This design comes from an exercise in tuning for small area, a short achievable clock period and few clock cycles per item on the open sky130 flow, not from production work.
No functional check of the RTL was part of any run shown here.
The clock port is modelled as an ideal driver; clocking choices that lean on that would not hold on a real chip.
Power figures rest on the tool's default switching activity, not on a simulated workload.

--- design/flow/config.mk ---
export PLATFORM = sky130hd
export DESIGN_NAME = rosetta_core
export DESIGN_NICKNAME = rosetta_core
export VERILOG_FILES = /design/flow/design.v
export SDC_FILE = /design/flow/constraint.sdc
export NUM_CORES = 4
export LEC_CHECK = 0
export CAP_MARGIN = 20
export CORE_MARGIN = 2
export CORE_UTILIZATION = 55
export SLEW_MARGIN = 20
export TNS_END_PERCENT = 0
--- design/flow/flow/run.sh ---
#!/bin/bash
set -euo pipefail
here=$(pwd)
bash standard.sh "BUFFER_PORTS_ARGS=-buffer_cell sky130_fd_sc_hd__buf_1" \
  "POST_CTS_TCL=$here/flow/skew.tcl" SETUP_SLACK_MARGIN=5.8 finish > layout.log 2>&1
--- design/flow/design.v ---
package rosetta_pkg;
    localparam int num_pe = 8;
    localparam int word_w = 8;
    localparam int acc_w = 2 * word_w + $clog2(num_pe);
    typedef logic [31:0] inst_t;
    typedef logic [7:0]  pc_t;
    typedef logic [4:0]  row_addr_t;
    typedef logic [10:0] waddr_t;
    localparam int op_msb   = 31;
    localparam int op_lsb   = 30;
    localparam int dst_msb  = 29;
    localparam int dst_lsb  = 25;
    localparam int bias_msb = 24;
    localparam int bias_lsb = 20;
    localparam int x_msb    = 19;
    localparam int x_lsb    = 16;
    localparam int wb_msb   = 15;
    localparam int wb_lsb   = 5;
    localparam logic [1:0] op_nop  = 2'd0;
    localparam logic [1:0] op_mvma = 2'd1;
    localparam logic [1:0] op_halt = 2'd2;
endpackage
module mac_lane #(
    parameter int word_w = rosetta_pkg::word_w,
    parameter int acc_w  = rosetta_pkg::acc_w
) (
    input  logic                        clk,
    input  logic                        first,
    input  logic [word_w-1:0]           bias,
    input  logic [word_w/2-1:0]         bd_one,
    input  logic [word_w/2-1:0]         bd_two,
    input  logic [word_w/2-1:0]         bd_neg,
    input  logic [word_w-1:0]           weight,
    output logic [word_w-1:0]           result
);
    localparam int nd = word_w / 2;
    localparam int split = 10;
    logic [acc_w-1:0]  acc_q;
    logic              c_q;
    logic              cin;
    logic [acc_w-1:0]  base;
    logic [acc_w-1:0]  row_a;
    logic [acc_w-1:0]  row_b;
    logic [word_w+1:0] wx;
    assign wx = {weight[word_w-1], weight, 1'b0};
    logic [word_w:0] s0, s1, s2, s3;
    logic [word_w:0] srow [nd];
    for (genvar d = 0; d < nd; d++) begin : g_pp
        for (genvar j = 0; j <= word_w; j++) begin : g_bit
            assign srow[d][j] = ((bd_one[d] & wx[j+1]) | (bd_two[d] & wx[j])) ^ bd_neg[d];
        end
    end
    assign s0 = srow[0];
    assign s1 = srow[1];
    assign s2 = srow[2];
    assign s3 = srow[3];
    assign base = first ? {{(acc_w-word_w){bias[word_w-1]}}, bias} : acc_q;
    assign cin  = c_q & ~first;
    logic hs1, hc2, hs3, hc4, hs5, hc6, hs7, hc8, fs9, fc10, hs11, hc12, hs13, hc14, fs15, fc16, fs17, fc18, fs19, fc20, fs21, fc22, fs23, fc24, fs25, fc26, hs27, hc28, hs29, hc30, fs31, fc32, fs33, fc34, fs35, fc36, fs37, fc38, fs39, fc40, fs41, fc42, fs43, fc44, fs45, fc46, fs47, fc48, hs49, hc50, fs51, fc52, hs53, hc54, fs55, fc56, fs57, fc58, fs59, fc60, fs61, fc62, fs63, fc64, fs65, fc66, fs67, fc68, fs69, fc70, fs71, fc72, fs73, fc74, fs75, fc76, fs77, fc78, fs79, fc80, hs81, hc82, hs83, hc84, hs85, hc86, hs87, hc88;
    assign hs1 = s0[6] ^ s1[4];
    assign hc2 = s0[6] & s1[4];
    assign hs3 = s0[7] ^ s1[5];
    assign hc4 = s0[7] & s1[5];
    assign hs5 = s1[6] ^ s2[4];
    assign hc6 = s1[6] & s2[4];
    assign hs7 = s1[7] ^ s2[5];
    assign hc8 = s1[7] & s2[5];
    assign fs9 = s2[6] ^ s3[4] ^ ~s0[8];
    assign fc10 = (s2[6] & s3[4]) | (s2[6] & ~s0[8]) | (s3[4] & ~s0[8]);
    assign hs11 = s0[4] ^ s1[2];
    assign hc12 = s0[4] & s1[2];
    assign hs13 = s0[5] ^ s1[3];
    assign hc14 = s0[5] & s1[3];
    assign fs15 = hs1 ^ s2[2] ^ s3[0];
    assign fc16 = (hs1 & s2[2]) | (hs1 & s3[0]) | (s2[2] & s3[0]);
    assign fs17 = hs3 ^ s2[3] ^ s3[1];
    assign fc18 = (hs3 & s2[3]) | (hs3 & s3[1]) | (s2[3] & s3[1]);
    assign fs19 = hs5 ^ s3[2] ^ s0[8];
    assign fc20 = (hs5 & s3[2]) | (hs5 & s0[8]) | (s3[2] & s0[8]);
    assign fs21 = hs7 ^ s3[3] ^ s0[8];
    assign fc22 = (hs7 & s3[3]) | (hs7 & s0[8]) | (s3[3] & s0[8]);
    assign fs23 = fs9 ^ ~s1[8] ^ cin;
    assign fc24 = (fs9 & ~s1[8]) | (fs9 & cin) | (~s1[8] & cin);
    assign fs25 = ~(s2[7] ^ s3[5]);
    assign fc26 = s2[7] | s3[5];
    assign hs27 = s0[2] ^ s1[0];
    assign hc28 = s0[2] & s1[0];
    assign hs29 = s0[3] ^ s1[1];
    assign hc30 = s0[3] & s1[1];
    assign fs31 = hs11 ^ s2[0] ^ bd_neg[2];
    assign fc32 = (hs11 & s2[0]) | (hs11 & bd_neg[2]) | (s2[0] & bd_neg[2]);
    assign fs33 = hs13 ^ s2[1] ^ hc12;
    assign fc34 = (hs13 & s2[1]) | (hs13 & hc12) | (s2[1] & hc12);
    assign fs35 = fs15 ^ bd_neg[3] ^ hc14;
    assign fc36 = (fs15 & bd_neg[3]) | (fs15 & hc14) | (bd_neg[3] & hc14);
    assign fs37 = fs17 ^ hc2 ^ fc16;
    assign fc38 = (fs17 & hc2) | (fs17 & fc16) | (hc2 & fc16);
    assign fs39 = fs19 ^ hc4 ^ fc18;
    assign fc40 = (fs19 & hc4) | (fs19 & fc18) | (hc4 & fc18);
    assign fs41 = fs21 ^ hc6 ^ fc20;
    assign fc42 = (fs21 & hc6) | (fs21 & fc20) | (hc6 & fc20);
    assign fs43 = fs23 ^ hc8 ^ fc22;
    assign fc44 = (fs23 & hc8) | (fs23 & fc22) | (hc8 & fc22);
    assign fs45 = fs25 ^ fc10 ^ fc24;
    assign fc46 = (fs25 & fc10) | (fs25 & fc24) | (fc10 & fc24);
    assign fs47 = s3[6] ^ ~s2[8] ^ fc26;
    assign fc48 = (s3[6] & ~s2[8]) | (s3[6] & fc26) | (~s2[8] & fc26);
    assign hs49 = ~s3[7];
    assign hc50 = s3[7];
    assign fs51 = s0[0] ^ bd_neg[0] ^ base[0];
    assign fc52 = (s0[0] & bd_neg[0]) | (s0[0] & base[0]) | (bd_neg[0] & base[0]);
    assign hs53 = s0[1] ^ base[1];
    assign hc54 = s0[1] & base[1];
    assign fs55 = hs27 ^ bd_neg[1] ^ base[2];
    assign fc56 = (hs27 & bd_neg[1]) | (hs27 & base[2]) | (bd_neg[1] & base[2]);
    assign fs57 = hs29 ^ hc28 ^ base[3];
    assign fc58 = (hs29 & hc28) | (hs29 & base[3]) | (hc28 & base[3]);
    assign fs59 = fs31 ^ hc30 ^ base[4];
    assign fc60 = (fs31 & hc30) | (fs31 & base[4]) | (hc30 & base[4]);
    assign fs61 = fs33 ^ fc32 ^ base[5];
    assign fc62 = (fs33 & fc32) | (fs33 & base[5]) | (fc32 & base[5]);
    assign fs63 = fs35 ^ fc34 ^ base[6];
    assign fc64 = (fs35 & fc34) | (fs35 & base[6]) | (fc34 & base[6]);
    assign fs65 = fs37 ^ fc36 ^ base[7];
    assign fc66 = (fs37 & fc36) | (fs37 & base[7]) | (fc36 & base[7]);
    assign fs67 = fs39 ^ fc38 ^ base[8];
    assign fc68 = (fs39 & fc38) | (fs39 & base[8]) | (fc38 & base[8]);
    assign fs69 = fs41 ^ fc40 ^ base[9];
    assign fc70 = (fs41 & fc40) | (fs41 & base[9]) | (fc40 & base[9]);
    assign fs71 = fs43 ^ fc42 ^ base[10];
    assign fc72 = (fs43 & fc42) | (fs43 & base[10]) | (fc42 & base[10]);
    assign fs73 = fs45 ^ fc44 ^ base[11];
    assign fc74 = (fs45 & fc44) | (fs45 & base[11]) | (fc44 & base[11]);
    assign fs75 = fs47 ^ fc46 ^ base[12];
    assign fc76 = (fs47 & fc46) | (fs47 & base[12]) | (fc46 & base[12]);
    assign fs77 = hs49 ^ fc48 ^ base[13];
    assign fc78 = (hs49 & fc48) | (hs49 & base[13]) | (fc48 & base[13]);
    assign fs79 = ~s3[8] ^ hc50 ^ base[14];
    assign fc80 = (~s3[8] & hc50) | (~s3[8] & base[14]) | (hc50 & base[14]);
    assign hs81 = ~base[15];
    assign hc82 = base[15];
    assign hs83 = ~base[16];
    assign hc84 = base[16];
    assign hs85 = ~base[17];
    assign hc86 = base[17];
    assign hs87 = ~base[18];
    assign hc88 = base[18];
    assign row_a = {hc86, hc84, hc82, fc80, fc78, fc76, fc74, fc72, fc70, fc68, fc66, fc64, fc62, fc60, fc58, fc56, hc54, fc52, fs51};
    assign row_b = {hs87, hs85, hs83, hs81, fs79, fs77, fs75, fs73, fs71, fs69, fs67, fs65, fs63, fs61, fs59, fs57, fs55, hs53, 1'b0};
    logic [split:0]         lo_sum;
    logic [acc_w-split-1:0] hi_sum;
    assign lo_sum = {1'b0, row_a[split-1:0]} + {1'b0, row_b[split-1:0]};
    assign hi_sum = row_a[acc_w-1:split] + row_b[acc_w-1:split];
    always_ff @(posedge clk) begin
        acc_q <= {hi_sum, lo_sum[split-1:0]};
        c_q   <= lo_sum[split];
    end
    logic [acc_w-split-1:0] hi;
    logic                   hi_zero, hi_ones, hi_ones_m1;
    logic                   t_zeros, t_ones, t_neg;
    assign hi         = acc_q[acc_w-1:split];
    assign hi_zero    = ~|hi;
    assign hi_ones    = &hi;
    assign hi_ones_m1 = &hi[acc_w-split-1:1] & ~hi[0];
    assign t_zeros    = (c_q ? hi_ones : hi_zero) & ~|acc_q[split-1:word_w-1];
    assign t_ones     = (c_q ? hi_ones_m1 : hi_ones) & &acc_q[split-1:word_w-1];
    assign t_neg      = hi[acc_w-split-1] ^ (c_q & &hi[acc_w-split-2:0]);
    always_ff @(posedge clk) begin
        if (t_ones || t_zeros) begin
            result <= acc_q[word_w-1:0];
        end else if (t_neg) begin
            result <= {1'b1, {(word_w-1){1'b0}}};
        end else begin
            result <= {1'b0, {(word_w-1){1'b1}}};
        end
    end
endmodule
module mac_array #(
    parameter int num_pe = rosetta_pkg::num_pe,
    parameter int word_w = rosetta_pkg::word_w
) (
    input  logic                        clk,
    input  logic                        first,
    input  logic [word_w-1:0]           act_elem,
    input  logic [num_pe*word_w-1:0]    bias_row,
    input  logic [num_pe*word_w-1:0]    weight_row,
    output logic [num_pe*word_w-1:0]    result_row
);
    localparam int nd = word_w / 2;
    logic [num_pe*word_w-1:0] w_q;
    logic [num_pe*word_w-1:0] b_q;
    logic [nd-1:0]            one_d, two_d, neg_d;
    logic [nd-1:0]            one_q, two_q, neg_q;
    logic [num_pe-1:0]        first_q;       
    logic [word_w:0]          ax;
    assign ax = {act_elem, 1'b0};
    for (genvar d = 0; d < nd; d++) begin : g_enc
        assign one_d[d] = ax[2*d+1] ^ ax[2*d];
        assign two_d[d] = (ax[2*d+2] & ~ax[2*d+1] & ~ax[2*d])
                        | (~ax[2*d+2] & ax[2*d+1] & ax[2*d]);
        assign neg_d[d] = ax[2*d+2];
    end
    always_ff @(posedge clk) begin
        w_q   <= weight_row;
        b_q   <= bias_row;
        one_q <= one_d;
        two_q <= two_d;
        neg_q <= neg_d;
        first_q <= {num_pe{first}};
    end
    for (genvar k = 0; k < num_pe; k++) begin : g_lane
        mac_lane #(
            .word_w(word_w),
            .acc_w (rosetta_pkg::acc_w)
        ) lane_inst (
            .clk    (clk),
            .first  (first_q[k]),
            .bias   (b_q[k*word_w +: word_w]),
            .bd_one (one_q),
            .bd_two (two_q),
            .bd_neg (neg_q),
            .weight (w_q[k*word_w +: word_w]),
            .result (result_row[k*word_w +: word_w])
        );
    end
endmodule
module zero_skip_unit #(
    parameter int num_pe = rosetta_pkg::num_pe
) (
    input  logic [num_pe-1:0]           pres,
    output logic [$clog2(num_pe)-1:0]   idx,
    output logic [num_pe-1:0]           rest
);
    always_comb begin
        idx = '0;
        for (int i = num_pe - 1; i >= 0; i--) begin
            if (pres[i]) begin
                idx = $clog2(num_pe)'(i);
            end
        end
    end
    assign rest = pres & (pres - num_pe'(1));
endmodule
module core_sequencer #(
    parameter int num_pe = rosetta_pkg::num_pe
) (
    input  logic                        clk,
    input  logic                        rst,
    output logic                        im_ren,
    output rosetta_pkg::pc_t            im_raddr,
    input  rosetta_pkg::inst_t          im_rdata,
    output logic                        pam_x_ren,
    output rosetta_pkg::row_addr_t      pam_x_raddr,
    input  logic [num_pe-1:0]           pam_x_rdata,
    output logic                        am_x_ren,
    output rosetta_pkg::row_addr_t      am_x_raddr,
    output logic                        bm_ren,
    output rosetta_pkg::row_addr_t      bm_raddr,
    output logic                        wm_ren,
    output rosetta_pkg::waddr_t         wm_raddr,
    output logic                        am_r_wen,
    output rosetta_pkg::row_addr_t      am_r_waddr,
    output logic                        done,
    output logic [$clog2(num_pe)-1:0]   e1_k,
    output logic                        e1_empty,
    output logic                        e1_first
);
    localparam int idx_w = $clog2(num_pe);
    rosetta_pkg::pc_t   na_q;        
    logic               im_v_q;      
    logic               halted_q;
    logic               ir_v_q;      
    logic               ir_mok_q;    
    logic [3:0]         ir_x_q;
    logic [4:0]         ir_bias_q;
    logic [4:0]         ir_dst_q;
    logic [10:0]        ir_wb_q;
    logic [7:0]         ir_wbh1_q;   
    logic               s_v_q;
    logic               s_last_q;    
    logic               s_rd_q;      
    logic [10:0]        s_wa_q;      
    logic               s_first_q;
    logic               s_empty_q;
    logic [idx_w-1:0]   s_k_q;
    logic [num_pe-1:0]  s_rest_q;
    logic [3:0]         s_x_q;
    logic [4:0]         s_bias_q;
    logic [4:0]         s_dst_q;
    logic [10:0]        s_wb_q;
    logic               e1_v_q, e1_first_q, e1_last_q, e1_empty_q;
    logic [idx_w-1:0]   e1_k_q;
    logic [4:0]         e1_dst_q;
    logic               e2_v_q, e2_last_q;
    logic [4:0]         e2_dst_q;
    logic               e3_wen_q;
    logic [4:0]         e3_dst_q;
    logic               e4_wen_q;
    logic [4:0]         e4_dst_q;
    logic               done_q;
    logic [1:0]         opcode;
    logic               s_last;
    logic               s_free;
    logic               take;
    logic               ir_free;
    logic               adv;
    logic               is_mvma;
    logic               is_halt;
    logic [num_pe-1:0]  mask_pres;
    logic [idx_w-1:0]   mask_idx;
    logic [num_pe-1:0]  mask_rest;
    logic [idx_w-1:0]   rest_idx;
    logic [num_pe-1:0]  rest_rest;
    logic               s_v_d;
    logic [3:0]         first_lo;
    logic               ir_v_d;
    logic               halted_d;
    assign opcode  = im_rdata[rosetta_pkg::op_msb:rosetta_pkg::op_lsb];
    assign is_mvma = (opcode == rosetta_pkg::op_mvma);
    assign is_halt = (opcode == rosetta_pkg::op_halt);
    assign s_last  = s_last_q;
    assign s_free  = !s_v_q || s_last;
    assign take    = s_free && ir_v_q && ir_mok_q;
    assign ir_free = !ir_v_q || take;
    assign adv     = im_v_q && ir_free && !halted_q;
    for (genvar k = 0; k < num_pe; k++) begin : g_pres
        assign mask_pres[k] = pam_x_rdata[num_pe-1-k];
    end
    zero_skip_unit #(.num_pe(num_pe)) zs_mask (
        .pres (mask_pres),
        .idx  (mask_idx),
        .rest (mask_rest)
    );
    zero_skip_unit #(.num_pe(num_pe)) zs_rest (
        .pres (s_rest_q),
        .idx  (rest_idx),
        .rest (rest_rest)
    );
    assign s_v_d    = take || (s_v_q && !s_last);
    assign first_lo = {1'b0, ir_wb_q[2:0]} + {1'b0, mask_idx};
    assign ir_v_d   = adv ? is_mvma : (ir_v_q && !take);
    assign halted_d = halted_q || (adv && is_halt);
    assign im_ren   = 1'b1;
    assign im_raddr = na_q;
    always_ff @(posedge clk) begin
        if (rst) begin
            na_q     <= '0;
            im_v_q   <= 1'b0;
            halted_q <= 1'b0;
            ir_v_q   <= 1'b0;
            ir_mok_q <= 1'b0;
            s_v_q    <= 1'b0;
            s_rd_q   <= 1'b0;
            e1_v_q   <= 1'b0;
            e2_v_q   <= 1'b0;
            e3_wen_q <= 1'b0;
            e4_wen_q <= 1'b0;
            done_q   <= 1'b0;
        end else begin
            if (adv) begin
                na_q <= na_q + rosetta_pkg::pc_t'(1);
            end
            im_v_q   <= !adv;
            halted_q <= halted_d;
            ir_v_q   <= ir_v_d;
            ir_mok_q <= ir_v_q && !take;
            s_v_q    <= s_v_d;
            s_rd_q   <= take ? |mask_pres : s_v_d;
            e1_v_q   <= s_v_q;
            e2_v_q   <= e1_v_q;
            e3_wen_q <= e2_v_q && e2_last_q;
            e4_wen_q <= e3_wen_q;
            done_q   <= done_q || (halted_d && !ir_v_d && !s_v_d && !s_v_q && !e1_v_q && !e2_v_q);
        end
    end
    always_ff @(posedge clk) begin
        if (adv) begin
            ir_x_q    <= im_rdata[rosetta_pkg::x_msb:rosetta_pkg::x_lsb];
            ir_bias_q <= im_rdata[rosetta_pkg::bias_msb:rosetta_pkg::bias_lsb];
            ir_dst_q  <= im_rdata[rosetta_pkg::dst_msb:rosetta_pkg::dst_lsb];
            ir_wb_q   <= im_rdata[rosetta_pkg::wb_msb:rosetta_pkg::wb_lsb];
            ir_wbh1_q <= im_rdata[rosetta_pkg::wb_msb:rosetta_pkg::wb_lsb+3] + 8'd1;
        end
    end
    always_ff @(posedge clk) begin
        if (take) begin
            s_wa_q <= {first_lo[3] ? ir_wbh1_q : ir_wb_q[10:3], first_lo[2:0]};
        end else begin
            s_wa_q <= s_wb_q + rosetta_pkg::waddr_t'(rest_idx);
        end
        if (take) begin
            s_first_q <= 1'b1;
            s_empty_q <= ~|mask_pres;
            s_last_q  <= ~|mask_rest;
            s_k_q     <= mask_idx;
            s_rest_q  <= mask_rest;
            s_x_q     <= ir_x_q;
            s_bias_q  <= ir_bias_q;
            s_dst_q   <= ir_dst_q;
            s_wb_q    <= ir_wb_q;
        end else begin
            s_first_q <= 1'b0;
            s_last_q  <= ~|rest_rest;
            s_k_q     <= rest_idx;
            s_rest_q  <= rest_rest;
        end
    end
    always_ff @(posedge clk) begin
        e1_first_q <= s_first_q;
        e1_last_q  <= s_last;
        e1_empty_q <= s_empty_q;
        e1_k_q     <= s_k_q;
        e1_dst_q   <= s_dst_q;
        e2_last_q  <= e1_last_q;
        e2_dst_q   <= e1_dst_q;
        e3_dst_q   <= e2_dst_q;
        e4_dst_q   <= e3_dst_q;
    end
    assign pam_x_ren   = ir_v_q;
    assign pam_x_raddr = {1'b0, ir_x_q};
    assign wm_ren      = s_rd_q;
    assign wm_raddr    = s_wa_q;
    assign am_x_ren    = wm_ren;
    assign am_x_raddr  = {1'b0, s_x_q};
    assign bm_ren      = s_v_q && s_first_q;
    assign bm_raddr    = s_bias_q;
    assign am_r_wen    = e4_wen_q;
    assign am_r_waddr  = e4_dst_q;
    assign done        = done_q;
    assign e1_k        = e1_k_q;
    assign e1_empty    = e1_empty_q;
    assign e1_first    = e1_first_q;
endmodule
module rosetta_core #(
    parameter int num_pe = rosetta_pkg::num_pe,
    parameter int word_w = rosetta_pkg::word_w
) (
    input  logic                          clk,
    input  logic                          rst,
    output logic                          im_ren,
    output rosetta_pkg::pc_t              im_raddr,
    input  rosetta_pkg::inst_t            im_rdata,
    output logic                          pam_x_ren,
    output rosetta_pkg::row_addr_t        pam_x_raddr,
    input  logic [num_pe-1:0]             pam_x_rdata,
    output logic                          am_x_ren,
    output rosetta_pkg::row_addr_t        am_x_raddr,
    input  logic [num_pe*word_w-1:0]      am_x_rdata,
    output logic                          bm_ren,
    output rosetta_pkg::row_addr_t        bm_raddr,
    input  logic [num_pe*word_w-1:0]      bm_rdata,
    output logic                          wm_ren,
    output rosetta_pkg::waddr_t           wm_raddr,
    input  logic [num_pe*word_w-1:0]      wm_rdata,
    output logic                          am_r_wen,
    output rosetta_pkg::row_addr_t        am_r_waddr,
    output logic [num_pe*word_w-1:0]      am_r_wdata,
    output logic                          done
);
    logic [$clog2(num_pe)-1:0]  e1_k;
    logic                       e1_empty;
    logic                       e1_first;
    logic [word_w-1:0]          act_elem;
    core_sequencer #(
        .num_pe(num_pe)
    ) sequencer_inst (
        .clk         (clk),
        .rst         (rst),
        .im_ren      (im_ren),
        .im_raddr    (im_raddr),
        .im_rdata    (im_rdata),
        .pam_x_ren   (pam_x_ren),
        .pam_x_raddr (pam_x_raddr),
        .pam_x_rdata (pam_x_rdata),
        .am_x_ren    (am_x_ren),
        .am_x_raddr  (am_x_raddr),
        .bm_ren      (bm_ren),
        .bm_raddr    (bm_raddr),
        .wm_ren      (wm_ren),
        .wm_raddr    (wm_raddr),
        .am_r_wen    (am_r_wen),
        .am_r_waddr  (am_r_waddr),
        .done        (done),
        .e1_k        (e1_k),
        .e1_empty    (e1_empty),
        .e1_first    (e1_first)
    );
    assign act_elem = e1_empty ? '0 : am_x_rdata[e1_k * word_w +: word_w];
    mac_array #(
        .num_pe(num_pe),
        .word_w(word_w)
    ) mac_array_inst (
        .clk        (clk),
        .first      (e1_first),
        .act_elem   (act_elem),
        .bias_row   (bm_rdata),
        .weight_row (wm_rdata),
        .result_row (am_r_wdata)
    );
endmodule
--- design/flow/constraint.sdc ---
create_clock -name core_clock -period 9.0 [get_ports {clk}]
set_input_delay 1.8000 -clock core_clock [delete_from_list [all_inputs] [get_ports {clk}]]
set_output_delay 1.8000 -clock core_clock [all_outputs]
set_load 0.01 [all_outputs]
--- design/flow/standard.sh ---
#!/bin/bash
# synth_recipe.tcl (not shown) runs the flow's synth.tcl, then flattens the netlist and writes it again
# the make line also repeats each setting of config.mk as NAME=value (left out here)
make -C /OpenROAD-flow-scripts/flow DESIGN_CONFIG=/design/flow/config.mk WORK_HOME=/design/flow/orfs CLKGATE_MAP_FILE= SYNTH_SCRIPT=/design/flow/synth_recipe.tcl "${@:-finish}"
--- design/flow/flow/skew.tcl ---
# Runs after CTS (POST_CTS_TCL). The accumulator flip-flops launch only into their own
# loop and the result register, and capture the multiplier tree, whose inputs come from
# other flip-flops. Their clock is delayed so those register-to-register paths gain;
# no path from an input or to an output starts or ends at them.
# Each group of them on one clock net gets its own branch: delay cells feeding a
# clock buffer sized for the group.
# delay cells in the order the clock passes them
set dly_cells {sky130_fd_sc_hd__clkdlybuf4s50_1 sky130_fd_sc_hd__clkdlybuf4s25_1}
if {[info exists ::env(SKEW_DLY_CELLS)]} { set dly_cells $::env(SKEW_DLY_CELLS) }
set groups [dict create]
foreach inst [get_cells -hierarchical {*lane_inst.acc_q* *lane_inst.c_q*}] {
  set pin [get_pins -of_objects $inst -filter "name == CLK"]
  set net [get_full_name [get_nets -of_objects $pin]]
  dict lappend groups $net [get_full_name $pin]
}
set n 0
dict for {net pins} $groups {
  set k [llength $pins]
  if {$k <= 4} {
    set drv_cell sky130_fd_sc_hd__clkbuf_4
  } elseif {$k <= 12} {
    set drv_cell sky130_fd_sc_hd__clkbuf_8
  } else {
    set drv_cell sky130_fd_sc_hd__clkbuf_16
  }
  set b [insert_buffer -buffer_cell $drv_cell -net $net -load_pins $pins \
    -buffer_name skewdrv_$n -net_name skewnet_a_$n]
  # delay cells inserted last first, each in front of the one after it
  set m 0
  foreach dly_cell [lreverse $dly_cells] {
    set a_pin [get_full_name [get_pins -of_objects [get_cells $b] -filter "direction == input"]]
    set b [insert_buffer -buffer_cell $dly_cell -net $net -load_pins [list $a_pin] \
      -buffer_name skewdly_${n}_$m -net_name skewnet_b_${n}_$m]
    incr m
  }
  incr n
}
puts "skew: $n clock groups of accumulator flip-flops delayed"
detailed_placement
check_placement -verbose
==> results.txt, run 1 <==
* Run status: failed layout checks
* Seq pwr share at 0.322
* Pins Over Slew Limit at 0
* Critical Path End Type: flip-flop
* WL/cell at 18.6 µm
* Post-synth top cells: dfxtp_1, inv_1, xnor2_1
* Least-Margin Pin Slew at 1.02 ns
* GR Util All Layers at 0.275
* Final min period at 3.85 ns
* Final Hold Slack at -0.0463 ns
* Predominant post-synthesis flop cell: dfxtp_1
* Vias in the first global route at 25.8k
* Power Internal at 6.59 mW
* Max IR drop VDD at 0.210 mV
* Fin. Hold Viols at 4
* Pre-CTS setup slack at 3.57 ns
* Boundary Pins at 344
* Worst Path Arrival at 5.23 ns
* Row count at 88
* Cell family with most CP delay: adder cells
* Routed Antenna Nets at 0
* Combinational share of power at 0.364
* Die Y at 247 µm
* Fillcell total at 4720
* Syn-to-layout area delta at 18.1%
* Vias at 24.6k
* Worst Setup Path Type: reg2reg
* Vias per cell at 5.48
* Port Buffers at 335
* Buf/Inv on CP at 5
* Sw Ratio at 0.349
* Synth warn at 5
* CTS sink count at 493
* Clk pwr share at 0.314
* Top-count cell post-synth: dfxtp_1
* CP peak stage delay at 0.53 ns
* MaxCap Viol Count at 0
* Clk Latency, worst-skew pair at 1.57 ns
* RSZ-0062 raised after global routing: yes
* DP HPWL at 54.7 mm
* Largest cells by area after synthesis: dfxtp_1, fa_1, xnor2_1
* Die width at 247 µm
* Cell Count, Final, Fillers Out at 4486
* Drt total wl at 83.3 mm
* Asr flop ratio synth at 0
* Seq/Total Area, Yosys at 0.323
* Initial core utilization at 0.559
* Hold WC Path Type: reg2reg
* Pwr dens at 265 nW/µm²
* Post-Syn Instances at 3275
* Core Box Area at 57900 µm²
* CTS clk-pin slew, worst paths at 0.09 ns
* Antenna diode count at 0
* Crit-path cells: buf_12, or2_4, buf_12, nand2_8, xnor2_4, inv_2, fa_1, fa_1, inv_1, fa_1, inv_1, fa_1, ha_2, fa_2, a21oi_2, o211ai_1, o41ai_2, xnor2_1
* Post-synth top area cell: dfxtp_1
* FF/Latch Area at 10500 µm²
* Nets at 4369
* Final Worst Setup Slack at 5.15 ns
* Highest-delay cell along the critical path: fa_1
* Multi-input gate area at 20000 µm²
* Unique masters post-synth at 71
* Max Freq at 260 MHz
* Setup TNS at 0 ns
* LEAKAGE at 15.9 nW
* Yosys reg bits at 493
* Clk_skew at 0.968 ns
* Routability cong. at 0.883
* Setup Viol. Count Final at 0
* First-pass GRT wire length at 133 mm
* First-pass DRT Iterations at 6
* Largest net degree at the start of global routing at 68
* Initial DRC count at 1275
* Die area at 60800 µm²
* Post-Syn Area per Cell at 9.88 µm²
* GR Overflow Total at 0
* CTS tree: built
* Relative slew slack at 0.316
* CP required at 10.38 ns
* Crit start category: flip-flop
* Layout cells sized above 1 at 0.0965
* Dpl cells at 4200
* Fail Reasons: hold timing
* Antenna violations before repair at 2
* Switching power at 3.53 mW
* Synthesized area at 32300 µm²
* Crit share post-route at 0.427
* Critical-path maximum fanout at 4
* EDFF count, synth at 59
* Share of the synthesized area in the top cell type at 0.269
* Most frequent CP cell: fa_1
* Residual DRC at 0
-- kinds of logic (layout without fill, tap and decap cells) --
group,Yosys count,count (layout),share of synthesized area
flops,493,493,0.323
xor+xnor,453,453,0.123
fa+ha+maj,459,459,0.230
other cells,2,3,0.000232
mux,92,92,0.0369
simple gates,547,547,0.0800
buf+inv,582,1027,0.0709
compound gates,647,647,0.136
-- worst paths after layout --
path | from | end | slack (ns) | cells past startpoint
max | mac_array_inst.two_q[0] | mac_array_inst.g_lane[2].lane_inst.acc_q[18] | 5.15 | 18
max reg2reg | mac_array_inst.two_q[0] | mac_array_inst.g_lane[2].lane_inst.acc_q[18] | 5.15 | 18
min reg2reg | mac_array_inst.w_q[0] | mac_array_inst.g_lane[0].lane_inst.acc_q[1] | -0.05 | 4
min | mac_array_inst.w_q[0] | mac_array_inst.g_lane[0].lane_inst.acc_q[1] | -0.05 | 4
-- per-layer routing --
metal  part of all wire  GRT usage  up-vias  wire [µm]
met5            0.00016          0        -         13
met4              0.029      0.104        2       2420
met3              0.067     0.0568      181       5550
met2               0.48      0.460      715      40300
met1               0.42      0.349    11900      35000
li1                   -          -    11800          -
-- placed cells by master (no fill, tap or decap), types with 26 or more instances in the layout --
cell | netlist | final
dfxtp_1 | 434 | 421
inv_1 | 383 | 375
xnor2_1 | 355 | 349
buf_1 | 40 | 335
ha_1 | 231 | 223
a22oi_1 | 224 | 221
fa_1 | 227 | 219
nand2_1 | 194 | 187
a21oi_1 | 155 | 146
nor2_1 | 115 | 114
xor2_1 | 98 | 97
o21ai_0 | 79 | 78
nand3_1 | 78 | 77
edfxtp_1 | 59 | 59
clkbuf_16 | 0 | 54
mux2i_1 | 48 | 48
a21o_1 | 46 | 46
clkdlybuf4s25_1 | 0 | 39
clkdlybuf4s50_1 | 0 | 39
a21bo_2 | 35 | 35
o21bai_1 | 34 | 34
buf_4 | 5 | 33
clkbuf_4 | 0 | 27
mux2_2 | 26 | 26
dlygate4sd3_1 | 0 | 26
-- stage by stage --
| step | total power [mW] | utilization | area, µm² |
|---|---|---|---|
| 2_1_floorplan | 6.02 | - | 32800 |
| 3_3_place_gp | 6.71 | 0.591 | 34200 |
| 3_5_place_dp | 6.85 | 0.591 | 34200 |
| 5_1_grt | 10.9 | 0.660 | 38200 |
| 6_report | 10.1 | 0.660 | 38200 |
-- sequential cells by signal, indices dropped and copies added (netlist names), 7 cells and up --
name,cells
mac_array_inst.g_lane.lane_inst.acc_q,152
mac_array_inst.b_q,64
mac_array_inst.g_lane.lane_inst.result,64
mac_array_inst.w_q,64
sequencer_inst.ir_wb_q,11
sequencer_inst.s_wa_q,11
sequencer_inst.s_wb_q,11
mac_array_inst.g_lane.lane_inst.c_q,8
sequencer_inst.ir_wbh1_q,8
sequencer_inst.na_q,8
sequencer_inst.s_rest_q,7
-- cell type report, clock buffers not listed --
type / count / share of cell area
Timing Repair Buffer: 424 / 0.0617
Tap cell: 765 / 0.0250
Sequential cell: 493 / 0.275
Clock inverter: 28 / 0.00714
Inverter: 387 / 0.0382
Multi-Input combinational cell: 2201 / 0.523
-- worst register-to-register path, cell delays in order (launching register included) --
cell and delay, ns:
dfxtp_4 0.35, buf_12 0.12, or2_4 0.27, buf_12 0.16, nand2_8 0.08, xnor2_4 0.14
inv_2 0.06, fa_1 0.46, fa_1 0.50, inv_1 0.06, fa_1 0.53, inv_1 0.06
fa_1 0.49, ha_2 0.22, fa_2 0.37, a21oi_2 0.17, o211ai_1 0.16, o41ai_2 0.29
xnor2_1 0.12
-- power groups by stage --
| stage | logic (mW) | registers [mW] | clock network (mW) |
|---|---|---|---|
| 2_1_floorplan | 2.79 | 3.23 | 0 |
| 3_3_place_gp | 3.44 | 3.28 | 0 |
| 3_5_place_dp | 3.55 | 3.30 | 0 |
| 5_1_grt | 4.18 | 3.33 | 3.37 |
| 6_report | 3.68 | 3.26 | 3.18 |
==> inputs of run 2 (changes only) <==
--- a/design/flow/flow/skew.tcl
+++ b/design/flow/flow/skew.tcl
@@ -7,3 +7,3 @@
 # delay cells in the order the clock passes them
-set dly_cells {sky130_fd_sc_hd__clkdlybuf4s50_1 sky130_fd_sc_hd__clkdlybuf4s25_1}
+set dly_cells {sky130_fd_sc_hd__clkdlybuf4s50_1}
 if {[info exists ::env(SKEW_DLY_CELLS)]} { set dly_cells $::env(SKEW_DLY_CELLS) }
==> run 2 against run 1 <==
  * The layout still fails its checks (hold timing)
  * Core utilization fell by 0.88 points
  * Die area did not move
  * Via count fell by 1.4%
  * Global-route usage fell by 0.31 points
  * Routed wire length fell by 1.6%
  * Clock skew fell by 0.28 ns
  * Register-to-register slack got worse by 0.20 ns
  * Worst hold slack got worse by 0.018 ns
  * Final area fell by 1.3%
  * Largest cell class unchanged
  * Largest power group unchanged
==> results.txt, run 2 <==
* Run status: failed layout checks
* Fail Reasons: hold timing
* Synth Area in Adders at 0.230
* GR Overflow Total at 0
* Pwr dens at 259 nW/µm²
* Die width at 247 µm
* Setup TNS at 0 ns
* Worst Setup Path Type: reg2reg
* First-pass DRT Iterations at 5
* Seq/Total Area, Yosys at 0.323
* CP peak stage delay at 0.54 ns
* Final min period at 4.04 ns
* MaxCap Viol Count at 0
* Initial core utilization at 0.559
* CTS sink count at 493
* Clk Latency, worst-skew pair at 1.29 ns
* GR Util All Layers at 0.272
* LEAKAGE at 15.7 nW
* Worst Path Arrival at 5.17 ns
* WL/cell at 18.5 µm
* Row count at 88
* Reg with most FFs: mac_array_inst.g_lane.lane_inst.acc_q
* Die area at 60800 µm²
* Critical Path End Type: flip-flop
* Predominant post-synthesis flop cell: dfxtp_1
* Core Box Area at 57900 µm²
* Synth warn at 5
* Crit start category: flip-flop
* Simple-Gate Fraction of Synth Area at 0.0800
* Dpl cell area at 34200 µm²
* Mux contribution to synthesized area at 0.0369
* Post-Syn Area per Cell at 9.88 µm²
* First-pass GRT wire length at 131 mm
* Largest net degree at the start of global routing at 68
* Post-Syn Instances at 3275
* Layout cells sized above 1 at 0.100
* Largest family of logic cells by synthesized area: adder cells
* Vias at 24.3k
* Post-synth top area cell: dfxtp_1
* Clk_skew at 0.689 ns
* Share of the synthesized area in the top cell type at 0.269
* Highest-delay cell along the critical path: fa_1
* Xor/xnor cell area share of the yosys netlist at 0.123
* Vias in the first global route at 25.4k
* Critical-path maximum fanout at 4
* Final Hold Slack at -0.0642 ns
* Most frequent CP cell: buf_4
* Max Freq at 247 MHz
* EDFF count, synth at 59
* Die Y at 247 µm
* Antenna diode count at 0
* Syn-to-layout area delta at 16.5%
* Fin. Hold Viols at 1
* Post-synth top cells: dfxtp_1, inv_1, xnor2_1
* Port Buffers at 335
* Setup Viol. Count Final at 0
* Antenna violations before repair at 3
* Initial DRC count at 1353
* Routability cong. at 0.883
* Routed Antenna Nets at 0
* CTS tree: built
* Relative slew slack at 0.316
* Largest cells by area after synthesis: dfxtp_1, fa_1, xnor2_1
* Residual DRC at 0
* Top-count cell post-synth: dfxtp_1
* Pins Over Slew Limit at 0
* Vias per cell at 5.47
* DP HPWL at 54.7 mm
* Crit share post-route at 0.449
* Most common cell after layout, fill and taps aside: dfxtp_1
* Yosys reg bits at 493
* Max reg flops at 152
* Unique masters post-synth at 71
* CP required at 10.13 ns
* Synth Area in Compound Gates at 0.136
* Synthesized area at 32300 µm²
* Nets at 4318
* Design area at 37700 µm²
* Least-Margin Pin Slew at 1.02 ns
* Boundary Pins at 344
* Most frequent cells in the layout: dfxtp_1, inv_1, xnor2_1
* Asr flop ratio synth at 0
* CTS clk-pin slew, worst paths at 0.06 ns
* RSZ-0062 raised after global routing: yes
* Max IR drop VDD at 0.210 mV
* Drt total wl at 81.9 mm
* Hold WC Path Type: reg2reg
## run 2: critical path: cells and delay by family, from the launching register on
| family | cells | cell delay, ns |
|---|---|---|
| adder cells (fa/ha/maj) | 4 | 1.54 |
| buffers and inverters | 12 | 1.35 |
| XOR/XNOR | 2 | 0.24 |
| AO/OA/AOI/OAI | 3 | 0.59 |
| AND/OR/NAND/NOR | 4 | 0.48 |
| flip-flops | 1 | 0.35 |
## run 2: path summary, 6_finish.rpt
kind | depth (start not counted) | slack [ns] | end | startpoint
worst min-delay path | 2 | -0.06 | mac_array_inst.g_lane[2].lane_inst.acc_q[0] | mac_array_inst.b_q[16]
worst max-delay path | 25 | 4.96 | mac_array_inst.g_lane[4].lane_inst.acc_q[18] | mac_array_inst.two_q[0]
worst max register to register | 25 | 4.96 | mac_array_inst.g_lane[4].lane_inst.acc_q[18] | mac_array_inst.two_q[0]
worst min register to register | 2 | -0.06 | mac_array_inst.g_lane[2].lane_inst.acc_q[0] | mac_array_inst.b_q[16]
## run 2: final cells by class, clock buffers not listed
type	instances	area, µm²
inverter	387	1460
fill	4766	20200
clock inverter	28	273
sequential	493	10500
timing repair buffer	412	2230
tap	765	957
multi-input combinational	2201	20000
## run 2: metal layers
metal,vias up,part of all wire,GRT usage,wire length (µm)
met2,635,0.48,0.456,39700
met1,11800,0.43,0.349,34900
met3,147,0.065,0.0539,5300
met4,4,0.025,0.0928,2050
li1,11700,-,-,-
met5,-,0.00028,0,23
## run 2: stage by stage
step | instances | total power, mW | utilization | worst slack, ns
6_report | 4435 | 9.77 | 0.651 | 4.96
5_1_grt | 4435 | 10.5 | 0.651 | 4.82
2_1_floorplan | 3276 | 6.02 | - | 4.61
3_3_place_gp | 4200 | 6.71 | 0.591 | 3.59
3_5_place_dp | 4200 | 6.85 | 0.591 | 3.57
## run 2: kinds of logic (layout without fill, tap and decap cells)
group,Yosys count,after routing
AND/OR/NAND/NOR,547,547
AO/OA/AOI/OAI,647,647
other,2,3
adder cells (fa/ha/maj),459,459
buffers and inverters,582,976
multiplexers,92,92
flip-flops,493,493
XOR/XNOR,453,453
## run 2: power breakdown
part	internal (mW)	leakage (nW)	total, mW	switching [mW]
sequential	2.86	4.20	3.26	0.395
clock	1.79	1.24	2.88	1.09
combinational	1.67	10.3	3.63	1.96
total	6.32	15.7	9.77	3.45

[separate check: timing with driven ports]
The results above use ideal ports. As a check the final layouts listed here were re-extracted and re-timed, cells and wires unchanged.
Step 1, drivers: a clkbuf_16 drives clk and a buf_2 each remaining input, both assumed.
Step 2, shift: input delay + t, output delay - t, t = (earliest + latest rising clock arrival at the registers) / 2. This alone moves slack from input paths to output paths.
Slacks: no drivers / after step 1 / after step 2; pairs: no drivers / after step 1.
run	t, ns	setup WS [ns]	worst hold slack (ns)	latest minus earliest clock arrival (ns)	slew at the worst register clock pin (ns)
run 1	1.144	5.155 / 5.155 / 4.222	-0.046 / -0.046 / -0.046	0.983 / 0.982	0.09 / 0.09
run 2	1.003	4.957 / 4.957 / 4.364	-0.064 / -0.064 / -0.064	0.700 / 0.700	0.09 / 0.09
In run 1 and run 2 the clock reaches the registers at very different times; t lies between them, and the last value is a rough guide only. For run 1, which loses most, drivers alone change the setup slack by 0.000 ns; drivers and shift together by -0.933 ns.
